From an optimization exercise on the open Yosys and OpenROAD flow, aimed at small area, a short achievable clock period and few clock cycles per item; shortcuts taken in it are not production practice.
In this exercise RTL edits were held to simulation tests only and were not proved equivalent to the original.

==> run a <==
## sha256_round_core
module sha256_round_core (
  input  logic         clock,
  input  logic         reset,
  input  logic         start,
  input  logic         first_block,
  input  logic         w_reg_rdy,
  input  logic [31:0]  w_reg_data,
  output logic         w_reg_read,
  output logic [5:0]   w_reg_addr,
  output logic         busy,
  output logic         done,
  output logic [255:0] digest
);
  logic        r_busy, r_done, r_read;
  logic [5:0]  r_addr;       
  logic        r_acc1, r_acc2;  
  logic [5:0]  r_kc;         
  logic        r_pv;         
  logic        r_fin;        
  logic        r_ld;         
  logic [1:0]  r_lcnt;
  logic        r_first;
  logic [31:0] r_a, r_b, r_c, r_d, r_e, r_f, r_g, r_h;
  logic [31:0] r_hkw;
  logic [31:0] r_s1;         
  logic [31:0] r_p [4];      
  logic [31:0] r_q [4];      
  logic        w_go, w_ld, w_first, w_exec, w_add, w_acc;
  logic [31:0] w_k, w_x, w_ya, w_ye, w_iva, w_ive;
  logic [31:0] w_sig0, w_sig1, w_maj, w_na, w_ne, w_t1s, w_t1c;
  logic [31:0] w_suma, w_sume;
  assign w_go    = start & ~r_busy & ~r_done;
  assign w_ld    = w_go | r_ld;
  assign w_first = r_ld ? r_first : first_block;
  assign w_exec  = r_pv;
  assign w_add   = (w_exec & (r_kc == 6'd62 || r_kc == 6'd63 || r_kc == 6'd0)) | r_fin;
  assign w_acc   = r_read & w_reg_rdy;
  ...
clock: 10.0 ns
lec_check: 0
cap_margin: 20
core_margin: 2
core_utilization: 40
cts_cluster_diameter: 80
cts_cluster_size: 25
place_density: 0.6
setup_slack_margin: 5
slew_margin: 20
standard.sh (not shown) runs the stock make flow with config.mk's settings and CLKGATE_MAP_FILE= SYNTH_SCRIPT=/design/flow/synth_recipe.tcl, a recipe that flattens the netlist after the stock synthesis.
==> flow/flow/run.sh <==
#!/bin/bash
# Layout flow: the standard ORFS flow (standard synthesis unchanged), with
# - the port buffers made of sky130_fd_sc_hd__buf_1 instead of the cell
#   buffer_ports picks by default,
# - timing repair aiming at 5.75 ns of setup slack instead of config.mk's 5 (the
#   clock and constraints are unchanged), and
# - resizing not held to the original cell footprint.
# Every ORFS step keeps its own log under orfs/logs; the make output goes to
# flow_make.log here.
set -euo pipefail
bash standard.sh "BUFFER_PORTS_ARGS=-buffer_cell sky130_fd_sc_hd__buf_1" \
  SETUP_SLACK_MARGIN=5.75 MATCH_CELL_FOOTPRINT=0 finish > flow_make.log 2>&1
==> run b (differences from run a) <==
--- a/flow/design.v
+++ b/flow/design.v
@@ -136,13 +136,12 @@
   logic        r_fin;        
   logic        r_ld;         
   logic [1:0]  r_lcnt;
   logic        r_first;
   logic [31:0] r_a, r_b, r_c, r_d, r_e, r_f, r_g, r_h;
   logic [31:0] r_hkw;
-  logic [31:0] r_s1;         
   logic [31:0] r_p [4];      
   logic [31:0] r_q [4];      
   logic        w_go, w_ld, w_first, w_exec, w_add, w_acc;
   logic [31:0] w_k, w_x, w_ya, w_ye, w_iva, w_ive;
   logic [31:0] w_sig0, w_sig1, w_maj, w_na, w_ne, w_t1s, w_t1c;
   logic [31:0] w_suma, w_sume;
@@ -173,13 +172,13 @@
       default: begin w_iva = sha256_pkg::c_iv[255:224]; w_ive = sha256_pkg::c_iv[127:96]; end
     endcase
   end
   assign w_ya = w_first ? w_iva : r_p[3];
   assign w_ye = w_first ? w_ive : r_q[3];
   assign w_sig0 = sha256_pkg::rotr(r_a, 2) ^ sha256_pkg::rotr(r_a, 13) ^ sha256_pkg::rotr(r_a, 22);
-  assign w_sig1 = r_s1;
+  assign w_sig1 = sha256_pkg::rotr(r_e, 6) ^ sha256_pkg::rotr(r_e, 11) ^ sha256_pkg::rotr(r_e, 25);
   assign w_maj  = (r_a & r_b) ^ (r_a & r_c) ^ (r_b & r_c);
   logic [31:0] w_us, w_uc, w_vs, w_vc, w_es, w_ec;
   logic [31:0] w_t1x, w_t1m;
   always_comb begin
     for (int i = 0; i < 32; i++) begin
       w_t1x[i] = r_e[i] ? (r_hkw[i] ^ r_f[i]) : (r_hkw[i] ^ r_g[i]);
@@ -189,16 +188,16 @@
   end
   assign w_t1s  = w_sig1 ^ w_t1x;
   assign w_t1c  = {w_t1m[30:0], 1'b0};
   assign w_es   = r_d ^ w_t1s ^ w_t1c;
   assign w_ec   = sha256_pkg::csa_c(r_d, w_t1s, w_t1c);
   assign w_ne   = sha256_pkg::add32(w_es, w_ec);
-  assign w_us   = w_t1s ^ w_t1c ^ w_maj;
-  assign w_uc   = sha256_pkg::csa_c(w_t1s, w_t1c, w_maj);
-  assign w_vs   = w_us ^ w_uc ^ w_sig0;
-  assign w_vc   = sha256_pkg::csa_c(w_us, w_uc, w_sig0);
+  assign w_us   = w_t1s ^ w_t1c ^ w_sig0;
+  assign w_uc   = sha256_pkg::csa_c(w_t1s, w_t1c, w_sig0);
+  assign w_vs   = w_us ^ w_uc ^ w_maj;
+  assign w_vc   = sha256_pkg::csa_c(w_us, w_uc, w_maj);
   assign w_na   = sha256_pkg::add32(w_vs, w_vc);
   assign w_x    = (w_exec | r_ld) ? r_g : r_h;
   assign w_suma = sha256_pkg::add32(r_p[3], r_a);
   assign w_sume = sha256_pkg::add32(r_q[3], r_e);
   always_ff @(posedge clock or posedge reset) begin
     if (reset) begin
@@ -251,20 +250,16 @@
         r_p[i] <= r_p[i-1];
         r_q[i] <= r_q[i-1];
       end
     end
   end
   logic        w_hold;
-  logic [31:0] w_e_next;
-  assign w_hold   = ~(w_ld | w_exec);
-  assign w_e_next = ({32{w_exec}} & w_ne) | ({32{w_ld}} & w_ye) | ({32{w_hold}} & r_e);
+  assign w_hold = ~(w_ld | w_exec);
   always_ff @(posedge clock) begin
     r_a <= ({32{w_exec}} & w_na) | ({32{w_ld}} & w_ya) | ({32{w_hold}} & r_a);
-    r_e  <= w_e_next;
-    r_s1 <= sha256_pkg::rotr(w_e_next, 6) ^ sha256_pkg::rotr(w_e_next, 11) ^
-            sha256_pkg::rotr(w_e_next, 25);
+    r_e <= ({32{w_exec}} & w_ne) | ({32{w_ld}} & w_ye) | ({32{w_hold}} & r_e);
   end
   always_ff @(posedge clock) begin
     if (r_ld | w_exec) begin
       r_b <= r_a;
       r_c <= r_b;
       r_d <= r_c;
==> flow/flow/run.sh (replaced) <==
#!/bin/bash
# Layout flow: the standard ORFS flow (standard synthesis unchanged), with
# - the port buffers made of sky130_fd_sc_hd__buf_1 instead of the cell
#   buffer_ports picks by default,
# - timing repair aiming at 6 ns of setup slack instead of config.mk's 5 (the
#   clock and constraints are unchanged), and
# - resizing not held to the original cell footprint.
# Every ORFS step keeps its own log under orfs/logs; the make output goes to
# flow_make.log here.
set -euo pipefail
bash standard.sh "BUFFER_PORTS_ARGS=-buffer_cell sky130_fd_sc_hd__buf_1" \
  SETUP_SLACK_MARGIN=6 MATCH_CELL_FOOTPRINT=0 finish > flow_make.log 2>&1
==> summary.txt <==
Outcome: run a complete, no violations; run b complete, no violations
Drt wl/cell: run a 22.7 um; run b 25.5 um
Worst Max-Slew Pin Slew: run a 1120 ps; run b 999 ps
Tot GR Track Use: run a 25.3%; run b 28.6%
Setup WS post-layout: run a 5600 ps; run b 5600 ps
Horizontal extent of the die: run a 302 um; run b 302 um
Total inserted antenna cells: run a 1; run b 2
Met2 wire length: run a 56,300 um; run b 63,500 um
Syn nets: run a 4,025; run b 4,055
Wl on met1: run a 48,300 um; run b 52,700 um
Instance count on the critical path: run a 17; run b 16
Register-to-Register Path Depth: run a 17; run b 16
Setup WS pre-CTS: run a 4680 ps; run b 4750 ps
Number of global-route vias before repair: run a 27,210; run b 28,928
Register area: run a 0.0157 sq mm; run b 0.0151 sq mm
Total of clock buffers placed in the layout: run a 44; run b 51
Placed instance count: run a 5,009; run b 5,020
Beginning of the worst register-to-register path: run a r_e[5]$_DFF_P_; run b r_a[3]$_DFF_P_
Global placer's final weighted congestion: run a 0.935; run b 1.00
Initial DRC Count: run a 2,917; run b 2,985
Biggest fanout along the worst timing path: run a 4; run b 7
Testbench counts of run a, summed over its fixed seeds: cycles 20,453, blocks 256.
Testbench counts of run b, summed over its fixed seeds: cycles 20,453, blocks 256.

-- what the ideal ports hide --
How much do the figures lean on ideal ports? The routed layouts below were timed once more, with nothing changed but the port constraints. Step 1 assumes that a clkbuf_16 drives the clock port and a buf_2 every other input. Step 2 moves the port delays by t, midway between the first and last clock arrival at a register: inputs arrive t later, outputs are due t later. That takes back most of the time a late clock gives input paths. a / b / c = no drivers / after step 1 / after step 2; a / b = the first two.
| run | t (ns) | setup slack, ns | hold WS [ns] |
|---|---|---|---|
| run a | 0.668 | 5.601 / 5.601 / 5.099 | 0.359 / 0.359 / 0.359 |
| run b | 0.683 | 5.600 / 5.600 / 5.028 | 0.356 / 0.356 / 0.356 |
After both steps every run listed still meets setup and hold. For run b, which loses most, drivers alone change the setup slack by 0.000 ns; drivers and shift together by -0.572 ns.
